Source: an optimization exercise on an open RTL-to-GDS flow (aim: a short achievable clock period and few clock cycles). Production flows keep margins and buffers that such runs may drop. Function was checked by simulation only, so behaviour that the tests miss may differ from the original. No activity file was given, so power comes from the tool's default toggle rates.

$ cat design/flow/design.v
`timescale 1ns/1ps
module yfcpu2 #(
    parameter int IM_SIZE = 8,
    parameter int RF_SIZE = 4,
    parameter int DW      = 8
) (
    input  logic                   clk,
    input  logic                   rst,
    input  logic                   imem_we,
    input  logic [IM_SIZE-1:0]     imem_waddr,
    input  logic [4+3*RF_SIZE-1:0] imem_wdata,
    input  logic [RF_SIZE-1:0]     dbg_raddr,
    output logic [IM_SIZE-1:0]     pc_out,
    output logic                   halted,
    output logic                   zero,
    output logic [DW-1:0]          dbg_rdata
);
    localparam int IW = 4 + 3*RF_SIZE;
    localparam int NI = 2**IM_SIZE;
    localparam int NR = 2**RF_SIZE;
    localparam int NW = 4;               
    localparam logic [3:0] OP_HALT = 4'd0;
    localparam logic [3:0] OP_LRI  = 4'd1;
    localparam logic [3:0] OP_ADD  = 4'd4;
    localparam logic [3:0] OP_SUB  = 4'd5;
    localparam logic [3:0] OP_OR   = 4'd6;
    localparam logic [3:0] OP_XOR  = 4'd7;
    localparam logic [3:0] OP_AND  = 4'd8;
    localparam logic [3:0] OP_BZ   = 4'd9;
    localparam logic [3:0] OP_JMP  = 4'd10;
    localparam int K_LRI = 0, K_ADD = 1, K_SUB = 2, K_OR = 3, K_XOR = 4, K_AND = 5, NK = 6;
    logic [IW-1:0]      imem [NI];
    logic [DW-1:0]      rf_q [NR];
    logic [NI-1:0]      pc_oh_q;             
    logic [IM_SIZE-1:0] pc_q;                
    logic               zero_q;
    logic               halted_q;
    logic [NK-1:0]      xk_q  [NW];          
    logic [NR-1:0]      xa_q  [NW];          
    logic [NR-1:0]      xb_q  [NW];          
    logic [NR-1:0]      xd_q  [NW];          
    logic [DW-1:0]      xi_q  [NW];          
    assign pc_out = pc_q;
    assign halted = halted_q;
    assign zero   = zero_q;
    logic [DW-1:0]      dbg_q;
    assign dbg_rdata = dbg_q;
    always_ff @(posedge clk) begin
        dbg_q <= rf_q[dbg_raddr];
    end
    always_ff @(posedge clk) begin
        if (imem_we) begin
            imem[imem_waddr] <= imem_wdata;
        end
    end
    function automatic logic is_alu(input logic [3:0] op);
        is_alu = (op >= OP_ADD) && (op <= OP_AND);
    endfunction
    logic [DW-1:0] xw  [NW];         
    logic          xwr [NW];         
    logic          xz  [NW];         
    logic          zf;               
    always_comb begin
        logic [DW-1:0] a, b, add_chk;
        zf = zero_q;
        for (int k = 0; k < NW; k++) begin
            a = '0;
            b = '0;
            for (int i = 0; i < NR; i++) begin
                a = a | ({DW{xa_q[k][i]}} & rf_q[i]);
                b = b | ({DW{xb_q[k][i]}} & rf_q[i]);
            end
            add_chk = (a ^ b) ^ {a[DW-2:0] | b[DW-2:0], 1'b0};
            xw[k] = ({DW{xk_q[k][K_LRI]}} & xi_q[k])
                  | ({DW{xk_q[k][K_ADD]}} & (a + b))
                  | ({DW{xk_q[k][K_SUB]}} & (a - b))
                  | ({DW{xk_q[k][K_OR]}}  & (a | b))
                  | ({DW{xk_q[k][K_XOR]}} & (a ^ b))
                  | ({DW{xk_q[k][K_AND]}} & (a & b));
            xz[k] = (xk_q[k][K_LRI] & (xi_q[k] == '0))
                  | (xk_q[k][K_ADD] & (add_chk == '0))
                  | (xk_q[k][K_SUB] & (a == b))
                  | (xk_q[k][K_OR]  & ((a | b) == '0))
                  | (xk_q[k][K_XOR] & (a == b))
                  | (xk_q[k][K_AND] & ((a & b) == '0));
            xwr[k] = |xk_q[k];
            if (xwr[k]) zf = xz[k];
        end
    end
    logic [IW-1:0]          f [NW];
    logic [3:0]             fop [NW];
    logic [2*RF_SIZE-1:0]   fimm [NW];
    always_comb begin
        for (int k = 0; k < NW; k++) begin
            f[k] = '0;
            for (int i = 0; i < NI; i++) begin
                f[k] = f[k] | ({IW{pc_oh_q[i]}} & imem[(i + k) % NI]);
            end
            fop[k]  = f[k][IW-1 -: 4];
            fimm[k] = f[k][3*RF_SIZE-1 -: 2*RF_SIZE];
        end
    end
    logic [NK-1:0]      dk [NW];
    logic [NR-1:0]      da [NW];
    logic [NR-1:0]      db [NW];
    logic [NR-1:0]      dd [NW];
    always_comb begin
        for (int k = 0; k < NW; k++) begin
            dk[k] = '0;
            case (fop[k])
                OP_LRI: dk[k][K_LRI] = 1'b1;
                OP_ADD: dk[k][K_ADD] = 1'b1;
                OP_SUB: dk[k][K_SUB] = 1'b1;
                OP_OR:  dk[k][K_OR]  = 1'b1;
                OP_XOR: dk[k][K_XOR] = 1'b1;
                OP_AND: dk[k][K_AND] = 1'b1;
                default: ;
            endcase
            da[k] = NR'(1) << f[k][3*RF_SIZE-1 -: RF_SIZE];
            db[k] = NR'(1) << f[k][2*RF_SIZE-1 -: RF_SIZE];
            dd[k] = NR'(1) << f[k][RF_SIZE-1:0];
        end
    end
    logic [NW-1:0]      iss  [2];
    logic [NI-1:0]      noh  [2];
    logic [IM_SIZE-1:0] npc  [2];
    always_comb begin
        for (int zin = 0; zin < 2; zin++) begin
            logic          z, zk, ok, stop, take, last;
            logic [NR-1:0] wm;                   
            logic [NW-1:0] sel_seq, sel_tgt;     
            z    = zin[0];
            zk   = 1'b1;
            wm   = '0;
            stop = 1'b0;
            for (int k = 0; k < NW; k++) begin
                take = (fop[k] == OP_JMP) || ((fop[k] == OP_BZ) && z);
                if (k == 0) begin
                    iss[zin][k] = 1'b1;
                end else begin
                    ok = (fop[k] != OP_HALT) &&
                         !(is_alu(fop[k]) && |(wm & (da[k] | db[k]))) &&
                         !((fop[k] == OP_BZ) && !zk);
                    iss[zin][k] = iss[zin][k-1] && !stop && ok;
                end
                stop = take || (fop[k] == OP_HALT);
                sel_tgt[k] = take;
                if ((fop[k] == OP_LRI) || is_alu(fop[k])) wm = wm | dd[k];
                if (fop[k] == OP_LRI) begin
                    z  = (fimm[k] == '0);
                    zk = 1'b1;
                end else if (is_alu(fop[k])) begin
                    zk = 1'b0;
                end
            end
            for (int k = 0; k < NW; k++) begin
                last = iss[zin][k] && ((k == NW-1) || !iss[zin][(k + 1) % NW]);
                sel_seq[k] = last && !sel_tgt[k];
                sel_tgt[k] = last && sel_tgt[k];
            end
            noh[zin] = '0;
            npc[zin] = '0;
            for (int k = 0; k < NW; k++) begin
                for (int j = 0; j < NI; j++) begin
                    noh[zin][j] = noh[zin][j] | (sel_seq[k] & pc_oh_q[(j + NI - k - 1) % NI])
                                              | (sel_tgt[k] & (fimm[k] == IM_SIZE'(j)));
                end
                npc[zin] = npc[zin] | ({IM_SIZE{sel_seq[k]}} & (pc_q + IM_SIZE'(k + 1)))
                                    | ({IM_SIZE{sel_tgt[k]}} & IM_SIZE'(fimm[k]));
            end
        end
    end
    logic [NW-1:0] isz;
    assign isz = zf ? iss[1] : iss[0];
    always_ff @(posedge clk or negedge rst) begin
        if (!rst) begin
            pc_oh_q  <= NI'(1);
            pc_q     <= '0;
            for (int k = 0; k < NW; k++) begin
                xk_q[k] <= '0;
                xa_q[k] <= '0;
                xb_q[k] <= '0;
                xd_q[k] <= '0;
                xi_q[k] <= '0;
            end
            zero_q   <= 1'b0;
            halted_q <= 1'b0;
            for (int i = 0; i < NR; i++) begin
                rf_q[i] <= '0;
            end
        end else begin
            if (!halted_q) begin
                pc_oh_q  <= zf ? noh[1] : noh[0];
                pc_q     <= zf ? npc[1] : npc[0];
                for (int k = 0; k < NW; k++) begin
                    xk_q[k] <= isz[k] ? dk[k] : '0;
                    xa_q[k] <= da[k];
                    xb_q[k] <= db[k];
                    xd_q[k] <= dd[k];
                    xi_q[k] <= fimm[k];
                end
                halted_q <= (fop[0] == OP_HALT);
            end else begin
                for (int k = 0; k < NW; k++) xk_q[k] <= '0;
            end
            zero_q <= zf;
            for (int k = 0; k < NW; k++) begin
                for (int i = 0; i < NR; i++) begin
                    if (xwr[k] && xd_q[k][i]) rf_q[i] <= xw[k];
                end
            end
        end
    end
endmodule
$ cat design/flow/flow/run.sh
#!/bin/bash
# The standard layout (the standard.sh), with timing repair aiming at a setup slack of
# MARGIN ns against the design's clock, so that the layout closes at a shorter period than
# the constraint. Every tool's output goes to flow_make.log (ORFS also keeps its per-step
# logs under orfs/logs).
set -euo pipefail
MARGIN=$(cat flow/margin.txt)
bash standard.sh SETUP_SLACK_MARGIN="$MARGIN" finish > flow_make.log 2>&1
$ cat design/flow/flow/margin.txt
6.5
$ cat design/flow/standard.sh
#!/bin/bash
# synth_recipe.tcl (not shown) runs the flow's synth.tcl, then flattens the netlist and writes it again
# the make line also repeats each setting of config.mk as NAME=value (left out here)
make -C /OpenROAD-flow-scripts/flow DESIGN_CONFIG=/design/flow/config.mk WORK_HOME=/design/flow/orfs CLKGATE_MAP_FILE= SYNTH_SCRIPT=/design/flow/synth_recipe.tcl "${@:-finish}"
$ cat design/flow/config.mk
export PLATFORM = sky130hd
export DESIGN_NAME = yfcpu2
export DESIGN_NICKNAME = yfcpu2
export VERILOG_FILES = /design/flow/design.v
export SDC_FILE = /design/flow/constraint.sdc
export NUM_CORES = 4
export LEC_CHECK = 0
export ABC_CLOCK_PERIOD_IN_PS = 2500
export CAP_MARGIN = 20
export CORE_MARGIN = 2
export CORE_UTILIZATION = 40
export SLEW_MARGIN = 20
export SYNTH_MEMORY_MAX_BITS = 8192
$ cat design/flow/constraint.sdc
create_clock -name core_clock -period 10.0 [get_ports {clk}]
set_input_delay 2.0000 -clock core_clock [delete_from_list [all_inputs] [get_ports {clk}]]
set_output_delay 2.0000 -clock core_clock [all_outputs]
set_load 0.01 [all_outputs]
==> run summary <==
status=aborted with a tool error; Fail Step=global routing; Error Message=[ERROR GRT-0116] Global routing finished with congestion. Check the congestion regions in the DRC Viewer.; initial core utilization=40.2%; mean post-synth cell area=~11 um^2; CTS Sinks=4746; number of synthesized flops with an enable pin=a little over 4000; global route total overflow=90800; syn_nets=25600; first-pass GRT wire length=5460000 um; YS warnings=20; cell accounting for the most synthesized area=edfxtp_1; Cell variety after synth=104; Die Y=845 um; HPWL after DPL=2590000 um; post-synthesis cell area=283000 um^2; total CTS buffers=569; post-synthesis sequential area ratio=49.2%; gr usage total=114%; GP Congestion=~1.5; area of placed instances=between 300000 and 400000 um^2; Post-Syn Instances=25500; die width=845 um; Inst Count DP=34100; vias in the first global route=447000; deepest clock path buffer count=4; Root Buffer=clkbuf_16; Core Rows=308; flop and latch count out of synthesis=4746; largest net degree at the start of global routing=208; Yosys top cell area share=43.5%; Top FF cell, synth=edfxtp_1; # IOs=49; htree depth=6; Synth area leaders=edfxtp_1, a221oi_1, a22o_1, dfrtp_1, nand4_1; async set or reset register ratio after synthesis=13.5%; Buffers on Ports=48
==> logic make-up after synthesis <==
family	synth area share (%)
flops	49.2
fa+ha+maj	0.486
mux	0.427
simple gates	8.28
buf+inv	5.23
xor+xnor	0.254
compound gates	36.1
==> power by group through the flow <==
stage / clock, uW / combinational, uW / sequential, uW
after floorplan: 0 / 82.7 / 22000
after CTS: 22100 / 562 / 21700
after global placement: 0 / 535 / 22100
after detailed placement: 0 / 547 / 22100
==> cells in the mapped netlist (all sizes together), types with 66 or more instances <==
cell,instances
a211oi,88
a21oi,619
a221o,614
a221oi,4345
a22o,4003
a22oi,946
buf,1628
clkbuf,1673
dfrtp,641
edfxtp,4096
ha,97
inv,211
mux2,94
nand2,1194
nand3,321
nand4,1183
nor2,883
nor3,203
nor4,283
o2111ai,66
o211ai,303
o21ai,800
o221ai,167
o22ai,171
or3,67
or4,110
==> routing by layer <==
metal | global-route usage [%] | overflow
met4 | 114 | 13800
met1 | 109 | 19100
met3 | 108 | 14100
met2 | 127 | 42100
met5 | 103 | 1662
==> timing repair <==
action,in CTS
pin swaps,1153
gates resized for setup,4984
gates cloned,175
setup endpoints to repair,4734
hold buffers,0
setup buffers,2357
endpoints found under the hold margin,0
==> per-stage QoR <==
stage / power (uW) / worst slack, ns
after floorplan: 22100 / 4.81
after global placement: 22600 / -0.977
after detailed placement: 22600 / 0.924
after CTS: 44400 / 3.35
==> worst max-delay path by stage <==
stage | from | to | slack (ns) | cells after the start
after floorplan | pc_oh_q[173]$_DFFE_PN0N_ | pc_oh_q[75]$_DFFE_PN0N_ | 4.81 | 23
after global placement | pc_oh_q[84]$_DFFE_PN0N_ | pc_oh_q[140]$_DFFE_PN0N_ | -0.98 | 19
after detailed placement | pc_oh_q[87]$_DFFE_PN0N_ | pc_oh_q[140]$_DFFE_PN0N_ | 0.92 | 23
after CTS | pc_oh_q[80]$_DFFE_PN0N_ | pc_oh_q[140]$_DFFE_PN0N_ | 3.35 | 23
Testbench counts, summed over its fixed seeds: cycles 11,058.
